This is an optimization exercise on Yosys and OpenROAD, whose aim is small area, a short achievable clock period and few clock cycles, not a production implementation. In this exercise RTL edits were held to simulation tests only and were not proved equivalent to the original. Power figures rest on the tool's default switching activity, not on a simulated workload.

cedar:
==> flow/design.v (excerpt) <==
module stepper_microstep_trajectory_unit #(
    parameter int AXES = 4
) (
    input  logic                        i_clk,
    input  logic                        i_rst_n,
    input  logic                        i_valid,
    output logic                        o_stall,
    input  logic [1:0]                  i_opcode,
    input  logic [1:0]                  i_axis,
    input  logic [30:0]                 i_target,
    output logic                        o_valid,
    input  logic                        i_stall,
    output logic [9:0]                  o_pwm_a,
    output logic [9:0]                  o_pwm_b,
    output logic [30:0]                 o_position,
    output logic signed [15:0]          o_velocity,
    input  logic                        psel,
    input  logic                        penable,
    input  logic                        pwrite,
    input  logic [smt_pkg::CFG_AW-1:0]  paddr,
    input  logic [31:0]                 pwdata,
    output logic [31:0]                 prdata,
    output logic                        pready
);
Size: ~6100 cells after synthesis, roughly 180 I/O pins, roughly 0.045 sq mm of cells after synthesis.
clock: 10.0 ns
lec_check: 0
abc_area: 1
cap_margin: 20
core_margin: 2
core_utilization: 40
setup_slack_margin: 2.5
slew_margin: 20
tns_end_percent: 5
run.sh (not shown) runs the stock make flow with config.mk's settings and CLKGATE_MAP_FILE= SYNTH_SCRIPT=/design/flow/synth_recipe.tcl, a recipe that flattens the netlist after the stock synthesis.
cedar completed every stage of the flow, and the final layout passed the timing, design-rule and antenna checks.
Testbench counts of cedar, summed over its fixed seeds: cycles 4,120.
## Diff of input files: amber against cedar
# cedar
export LEC_CHECK = 0
export ABC_AREA = 1
export CAP_MARGIN = 20
export CORE_MARGIN = 2
export CORE_UTILIZATION = 40
export SETUP_SLACK_MARGIN = 2.5
export SLEW_MARGIN = 20
export TNS_END_PERCENT = 5
create_clock -name core_clock -period 10.0 [get_ports {i_clk}]
# amber
export LEC_CHECK = 0
export ABC_AREA = 1
export CAP_MARGIN = 20
export CORE_MARGIN = 2
export CORE_UTILIZATION = 55
export SETUP_SLACK_MARGIN = 2.0
export SLEW_MARGIN = 20
create_clock -name core_clock -period 10.0 [get_ports {i_clk}]
--- outcome ---
cedar → amber: number of non-clock buffers fell by 95; area of the core fell by 0.030 sq mm; share of the cycle needed by the critical path after routing rose by 3.1 points. cedar → amber: number of multi-input logic gates held steady, total detailed-routing wirelength shrank by 6.3 mm, length in cells of the worst reg-to-reg path grew by 67%. Die boundary width went down by more than 10% going from cedar to amber. Length of the first detailed-routing pass in iterations: higher on amber. Against cedar, amber reports a starting utilization of the core area that is higher. Of amber and cedar, it is amber that has the higher switching fraction of total power.
### amber -> umber
# amber
export LEC_CHECK = 0
export ABC_AREA = 1
export CAP_MARGIN = 20
export CORE_MARGIN = 2
export CORE_UTILIZATION = 55
export SETUP_SLACK_MARGIN = 2.0
export SLEW_MARGIN = 20
create_clock -name core_clock -period 10.0 [get_ports {i_clk}]
# umber
export LEC_CHECK = 0
export ABC_AREA = 1
export CAP_MARGIN = 20
export CORE_MARGIN = 2
export CORE_UTILIZATION = 40
export SETUP_SLACK_MARGIN = 3.0
export SLEW_MARGIN = 20
create_clock -name core_clock -period 10.0 [get_ports {i_clk}]
### Flow results
The flow did not stop early for umber: all stages ran, and the layout cleared the timing, design-rule and antenna checks.
Of umber and amber, umber shows the higher combinational power, with amber below it.
umber has global-route usage below what amber had.
In umber, the clock-buffer cell count came out 5.6% above the value in amber.
Compared with amber, umber shows a worst setup slack that is 0.52 ns higher.
umber against amber: utilization of the core after routing has decreased; total placed cells including tap cells climbed about 6%.
From amber to umber the numbers moved as follows: number of post-CTS setup repair buffers shows an increase of 160; detailed-route via count shows an increase of 2.6%; highest achievable clock rate shows an increase of about 7%; endpoint arrival time on the critical path shows a reduction of 0.46 ns.
umber against amber; non-clock buffer count is up by more than half.
--- input diff umber..sierra ---
# umber
export LEC_CHECK = 0
export ABC_AREA = 1
export CAP_MARGIN = 20
export CORE_MARGIN = 2
export CORE_UTILIZATION = 40
export SETUP_SLACK_MARGIN = 3.0
export SLEW_MARGIN = 20
create_clock -name core_clock -period 10.0 [get_ports {i_clk}]
# sierra
export LEC_CHECK = 0
export ABC_AREA = 1
export CAP_MARGIN = 20
export CORE_MARGIN = 2
export CORE_UTILIZATION = 45
export SETUP_SLACK_MARGIN = 2.75
export SLEW_MARGIN = 20
export TNS_END_PERCENT = 5
create_clock -name core_clock -period 10.0 [get_ports {i_clk}]
Results
- umber → sierra: via count of the first global-routing pass -422; clock power share now sits higher; path length in cells of the critical path went down by 8; final cell count shows a reduction of about 4%; time the final worst path needs with I/O delays and setup saw an increase.
#### Input delta (delta over sierra)
# sierra
export LEC_CHECK = 0
export ABC_AREA = 1
export CAP_MARGIN = 20
export CORE_MARGIN = 2
export CORE_UTILIZATION = 45
export SETUP_SLACK_MARGIN = 2.75
export SLEW_MARGIN = 20
export TNS_END_PERCENT = 5
create_clock -name core_clock -period 10.0 [get_ports {i_clk}]
# delta
export LEC_CHECK = 0
export ABC_AREA = 1
export CAP_MARGIN = 20
export CORE_MARGIN = 2
export CORE_UTILIZATION = 40
export SETUP_SLACK_MARGIN = 2.5
export SLEW_MARGIN = 20
create_clock -name core_clock -period 10.0 [get_ports {i_clk}]
--- outcome ---
Of delta and sierra, it is delta that has the lower via count of the first global-routing pass.
When delta is measured against sierra, its count of clock-buffer cells in the layout turns out 24% higher.
Largest net degree at the start of global routing: sierra vs delta — no meaningful difference
For hold slack, delta and sierra come out practically identical.
Compared with sierra, delta is more frugal on power.
Changes observed in delta relative to sierra: final critical-path setup slack dropped 0.018 ns, minimum period implied by the final worst setup slack climbed 0.018 ns.
sierra → delta: final cell count without fillers increased by 214 relative to the old numbers; share of the clock period used by the worst path after layout increased by 0.18 points relative to the old numbers.

-- re-timing with driven ports --
No port has a modelled driver above. Below, the same layouts with a new extraction and two added sets of constraints. Step 1 assumes that a clkbuf_16 drives the clock port and a buf_2 every other input. Step 2 moves the port delays by t, midway between the first and last clock arrival at a register: inputs arrive t later, outputs are due t later. That takes back most of the time a late clock gives input paths. Three values: no drivers, after step 1, after step 2; two values: the first two.
run	t (ns)	slack for setup (ns)	hold WS [ns]	worst data-port slew with drivers (ns)	cell pins on the clock port's net
cedar	0.748	2.569 / 2.569 / 2.569	0.497 / 0.497 / 0.497	0.05	1
amber	0.728	2.258 / 2.258 / 2.258	0.503 / 0.503 / 0.503	0.05	1
umber	0.746	2.778 / 2.778 / 2.778	0.499 / 0.499 / 0.499	0.04	1
sierra	0.704	2.649 / 2.649 / 2.649	0.496 / 0.496 / 0.496	0.07	1
delta	0.754	2.631 / 2.631 / 2.631	0.497 / 0.497 / 0.497	0.05	1
After both steps setup and hold are still met in every run listed.
